This is an optimization exercise on Yosys and OpenROAD, whose aim is small area, a short achievable clock period and few clock cycles, not a production implementation. Function was checked by simulation only, so behaviour that the tests miss may differ from the original. Power figures rest on the tool's default switching activity, not on a simulated workload.

## lane 3
Design iterated_three_point_smoothing_unit, start of the top module:
module iterated_three_point_smoothing_unit #(
   parameter int MAX_LEN = itps_pkg::MAX_LEN_DEFAULT
) (
   input  logic                          clock,
   input  logic                          reset,
   input  logic                          req_valid,
   output logic                          req_stall,
   input  logic [itps_pkg::SAMPLE_W-1:0] req_sample,
   input  logic                          req_last_in,
   output logic                          rsp_valid,
   input  logic                          rsp_stall,
   output logic [itps_pkg::SAMPLE_W-1:0] rsp_value,
   output logic [itps_pkg::RSUM_W-1:0]   rsp_running_sum,
   output logic                          rsp_overflow,
   output logic                          rsp_last_out,
   input  logic                          csr_we,
   input  logic [itps_pkg::SWEEP_W-1:0]  csr_wdata
);
Size: ~2900 flip-flops, roughly 95 I/O pins, ~130000 sq um of cells after synthesis.
==> module iterated_three_point_smoothing_unit, before the edit <==
module iterated_three_point_smoothing_unit #(
   parameter int MAX_LEN = itps_pkg::MAX_LEN_DEFAULT
) (
   input  logic                          clock,
   input  logic                          reset,
   input  logic                          req_valid,
   output logic                          req_stall,
   input  logic [itps_pkg::SAMPLE_W-1:0] req_sample,
   input  logic                          req_last_in,
   output logic                          rsp_valid,
   input  logic                          rsp_stall,
   output logic [itps_pkg::SAMPLE_W-1:0] rsp_value,
   output logic [itps_pkg::RSUM_W-1:0]   rsp_running_sum,
   output logic                          rsp_overflow,
   output logic                          rsp_last_out,
   input  logic                          csr_we,
   input  logic [itps_pkg::SWEEP_W-1:0]  csr_wdata
);
   localparam int NSTG = 4;
   localparam int NDLY = 3;
   logic [3:0]          m;
   logic                c_v    [NENG+1];
   logic                c_last [NENG+1];
   logic [1:0]          c_mode [NENG+1];
   logic [IDX_W-1:0]    c_idx  [NENG+1];
   logic [VID_W-1:0]    c_vid  [NENG+1];
   logic [SAMPLE_W-1:0] c_d    [NENG+1];
   itps_ctrl #(
      .NDLY (NDLY),
      .LAP  (2 + NENG * (NSTG + 1) + NDLY)
   ) u_ctrl (
      .clock           (clock),
      .reset           (reset),
      .req_valid       (req_valid),
      .req_stall       (req_stall),
      .req_sample      (req_sample),
      .req_last_in     (req_last_in),
      .rsp_valid       (rsp_valid),
      .rsp_stall       (rsp_stall),
      .rsp_value       (rsp_value),
      .rsp_running_sum (rsp_running_sum),
      .rsp_overflow    (rsp_overflow),
      .rsp_last_out    (rsp_last_out),
      .csr_we          (csr_we),
      .csr_wdata       (csr_wdata),
      .m               (m),
      .e_v             (c_v[0]),
      .e_last          (c_last[0]),
      .e_mode          (c_mode[0]),
      .e_idx           (c_idx[0]),
      .e_vid           (c_vid[0]),
      .e_d             (c_d[0]),
      .x_v             (c_v[NENG]),
      .x_last          (c_last[NENG]),
      .x_mode          (c_mode[NENG]),
      .x_idx           (c_idx[NENG]),
      .x_vid           (c_vid[NENG]),
      .x_d             (c_d[NENG])
   );
   for (genvar k = 0; k < NENG; k++) begin : g_eng
      itps_dp #(
         .ENG_IDX (k + 1),
         .NSTG    (NSTG)
      ) u_eng (
         .clock    (clock),
         .reset    (reset),
         .m        (m),
         .in_v     (c_v[k]),
         .in_last  (c_last[k]),
         .in_mode  (c_mode[k]),
         .in_idx   (c_idx[k]),
         .in_vid   (c_vid[k]),
         .in_d     (c_d[k]),
         .out_v    (c_v[k+1]),
         .out_last (c_last[k+1]),
         .out_mode (c_mode[k+1]),
         .out_idx  (c_idx[k+1]),
         .out_vid  (c_vid[k+1]),
         .out_d    (c_d[k+1])
      );
   end
endmodule
Settings: LEC_CHECK=0, ABC_AREA=1, CAP_MARGIN=20, CORE_MARGIN=2, CORE_UTILIZATION=40, CTS_CLUSTER_DIAMETER=80, CTS_CLUSTER_SIZE=25, PLACE_DENSITY=0.6, SLEW_MARGIN=20; clock period 11.0 ns.
standard.sh (not shown) runs the stock make flow with config.mk's settings and CLKGATE_MAP_FILE= SYNTH_SCRIPT=/design/flow/synth_recipe.tcl, a recipe that flattens the netlist after the stock synthesis.
==> flow/flow/run.sh <==
#!/bin/bash
# Standard layout, with timing repair after clock-tree synthesis and global routing
# aimed below the clock period (the constraints themselves are unchanged).
set -euo pipefail
bash standard.sh SETUP_SLACK_MARGIN=7.4 finish > flow_orfs.log 2>&1
Lane 3 ended with every stage complete and zero timing, DRC or antenna violations.
Testbench counts of lane 3, summed over its fixed seeds: cycles 5,867.
## Diff of input files: lane 1 against lane 3
--- a/flow/design.v
+++ b/flow/design.v
@@ -396,11 +396,11 @@
    output logic                          rsp_last_out,
    input  logic                          csr_we,
    input  logic [itps_pkg::SWEEP_W-1:0]  csr_wdata
 );
    localparam int NSTG = 4;
-   localparam int NDLY = 3;
+   localparam int NDLY = 4;
    logic [3:0]          m;
    logic                c_v    [NENG+1];
    logic                c_last [NENG+1];
    logic [1:0]          c_mode [NENG+1];
    logic [IDX_W-1:0]    c_idx  [NENG+1];
Results
- Between lane 1 and lane 3, the proportion of power drawn by the clock network figures differ only marginally.
- Side by side, total power turned out higher in lane 1 than in lane 3.
- On worst setup margin: between lane 1 and lane 3, it ends up higher for lane 3.
- Lane 1 against lane 3: CTS sink count +35, worst slack on hold paths stayed essentially flat.
- Lane 1 vs lane 3: detail-routed via count per cell down slightly
- Cell area | lane 1 vs lane 3 | lane 1 larger
- Area growth from synthesis to layout: lane 1 vs lane 3 — no meaningful difference
- Lane 3 -> lane 1: core utilization of the finished layout flat
Testbench counts of lane 1, summed over its fixed seeds: cycles 5,891.

========
## JK
iterated_three_point_smoothing_unit, a different RTL version from the one above (not shown whole).
Size: ~14000 cells after synthesis, ~2900 flip-flops, roughly 120000 µm² of cells after synthesis.
## iterated_three_point_smoothing_unit
module iterated_three_point_smoothing_unit #(
   parameter int MAX_LEN = itps_pkg::MAX_LEN_DEFAULT
) (
   input  logic                          clock,
   input  logic                          reset,
   input  logic                          req_valid,
   output logic                          req_stall,
   input  logic [itps_pkg::SAMPLE_W-1:0] req_sample,
   input  logic                          req_last_in,
   output logic                          rsp_valid,
   input  logic                          rsp_stall,
   output logic [itps_pkg::SAMPLE_W-1:0] rsp_value,
   output logic [itps_pkg::RSUM_W-1:0]   rsp_running_sum,
   output logic                          rsp_overflow,
   output logic                          rsp_last_out,
   input  logic                          csr_we,
   input  logic [itps_pkg::SWEEP_W-1:0]  csr_wdata
);
   localparam int NSTG = 4;
   localparam int NDLY = 2;
   logic [3:0]          m;
   logic                c_v    [NENG+1];
   logic                c_last [NENG+1];
   logic [1:0]          c_mode [NENG+1];
   logic [IDX_W-1:0]    c_idx  [NENG+1];
   logic [VID_W-1:0]    c_vid  [NENG+1];
   logic [SAMPLE_W-1:0] c_d    [NENG+1];
   itps_ctrl #(
      .NDLY (NDLY),
      .LAP  (2 + NENG * (NSTG + 1) + NDLY)
   ) u_ctrl (
      .clock           (clock),
      .reset           (reset),
      .req_valid       (req_valid),
      .req_stall       (req_stall),
      .req_sample      (req_sample),
      .req_last_in     (req_last_in),
      .rsp_valid       (rsp_valid),
      .rsp_stall       (rsp_stall),
      .rsp_value       (rsp_value),
      .rsp_running_sum (rsp_running_sum),
      .rsp_overflow    (rsp_overflow),
      .rsp_last_out    (rsp_last_out),
      .csr_we          (csr_we),
      .csr_wdata       (csr_wdata),
      .m               (m),
      .e_v             (c_v[0]),
      .e_last          (c_last[0]),
      .e_mode          (c_mode[0]),
      .e_idx           (c_idx[0]),
      .e_vid           (c_vid[0]),
      .e_d             (c_d[0]),
      .x_v             (c_v[NENG]),
      .x_last          (c_last[NENG]),
      .x_mode          (c_mode[NENG]),
  ...
Settings: LEC_CHECK=0, ABC_AREA=1, CAP_MARGIN=20, CORE_MARGIN=2, CORE_UTILIZATION=40, CTS_CLUSTER_DIAMETER=80, CTS_CLUSTER_SIZE=25, PLACE_DENSITY=0.6, SLEW_MARGIN=20; clock period 11.0 ns.
Scripts as last shown in full above: flow/flow/run.sh
Testbench counts of JK, summed over its fixed seeds: cycles 5,843.
The inputs of MS differ from those of JK as listed below.
-- flow/design.v --
<<< JK, line 142
                    || (lm && ((lvid != cvid) || ((cnt != 7'd0) && (pos != LPW'(0))))));
   endfunction
   logic [LPW-1:0]   tpos_run;
   logic [VID_W-1:0] cur_vid_em;
   logic [1:0]       stall_idle, stall_acc, stall_acc_last;    
   logic [1:0]       stall_pick;
   assign tpos_run   = (tpos == LPW'(LAP - 1)) ? '0 : tpos + LPW'(1);
   assign cur_vid_em = cur_vid + VID_W'(tlast);
   for (genvar em = 0; em < 2; em++) begin : g_stall
      localparam logic EM = 1'(em);
      assign stall_idle[em]     = stall_calc(count, load_vid, tpos_run, tv && !EM,
                                             EM ? cur_vid_em : cur_vid, loop_mode);
      assign stall_acc[em]      = stall_calc(drop ? count : count + 7'd1, load_vid,
                                             drop ? tpos_run : LPW'(0), tv && !EM,
                                             EM ? cur_vid_em : cur_vid, loop_mode);
      assign stall_acc_last[em] = stall_calc(7'd0, load_vid + VID_W'(1),
                                             drop ? tpos_run : LPW'(0), tv && !EM,
                                             EM ? cur_vid_em : cur_vid, loop_mode);
   end
   assign stall_pick = !accept ? stall_idle : (req_last_in ? stall_acc_last : stall_acc);
   always_ff @(posedge clock) begin
      if (reset) begin
>>> MS, line 142
                    || (lm && ((lvid != cvid) || ((cnt != 7'd0) && (pos != LPW'(0))))));
   endfunction
   logic [LPW-1:0] tpos_run;
   logic           stall_idle, stall_acc, stall_acc_last;
   assign tpos_run       = (tpos == LPW'(LAP - 1)) ? '0 : tpos + LPW'(1);
   assign stall_idle     = stall_calc(count, load_vid, tpos_run, r_v_in, cur_vid_in, loop_mode);
   assign stall_acc      = stall_calc(drop ? count : count + 7'd1, load_vid, drop ? tpos_run : LPW'(0),
                                    r_v_in, cur_vid_in, loop_mode);
   assign stall_acc_last = stall_calc(7'd0, load_vid + VID_W'(1), drop ? tpos_run : LPW'(0),
                                    r_v_in, cur_vid_in, loop_mode);
   always_ff @(posedge clock) begin
      if (reset) begin
<<< JK, line 193
            rs_ff <= tlast ? '0 : rs_out;
         end
         stall_ff <= emit ? stall_pick[1] : stall_pick[0];
         r_v <= r_v_in;
         e_v <= store || r_v;
>>> MS, line 183
            rs_ff <= tlast ? '0 : rs_out;
         end
         stall_ff <= !accept ? stall_idle : (req_last_in ? stall_acc_last : stall_acc);
         r_v <= r_v_in;
         e_v <= store || r_v;
## What came out
Going from JK to MS, the initial antenna violation count was found to have gone up by 1. Of the two values seen for end of the critical path, rsp_overflow was produced by JK and u_ctrl.stall_ff by MS. Diff JK -> MS | combinational power | increase of 6.4%. Summary of MS over JK: logic depth of the worst path, buffers included went up, final weighted congestion in routability-driven placement went up, worst hold slack went up, total length of routed met2 wires went up, power went up. On final area, the higher figure sits with JK, not MS. The clock-buffer cell count in MS was higher than what JK gave.
Testbench counts of MS, summed over its fixed seeds: cycles 5,843.

[port drivers added, routing unchanged]
Ports are ideal in the flow. The routed layouts listed here were re-timed in OpenROAD. Step 1 assumes that a clkbuf_16 drives the clock port and a buf_2 every other input. Step 2 also shifts input and output timing later by t, the mid clock arrival at the registers, as if the neighbouring blocks saw the same clock. Three values: no drivers, after step 1, after step 2; two values: the first two.
| run | shift t [ns] | setup WS [ns] | pins driven straight from the clock port |
|---|---|---|---|
| lane 3 | 0.961 | 7.377 / 7.276 / 6.689 | 1 |
| lane 1 | 0.944 | 7.356 / 7.265 / 6.610 | 1 |
| JK | 0.966 | 7.339 / 7.232 / 6.637 | 1 |
| MS | 0.950 | 7.279 / 7.251 / 6.382 | 1 |
After both steps setup and hold are still met in every run listed. For MS, which loses most, drivers alone change the setup slack by -0.028 ns; drivers and shift together by -0.897 ns.
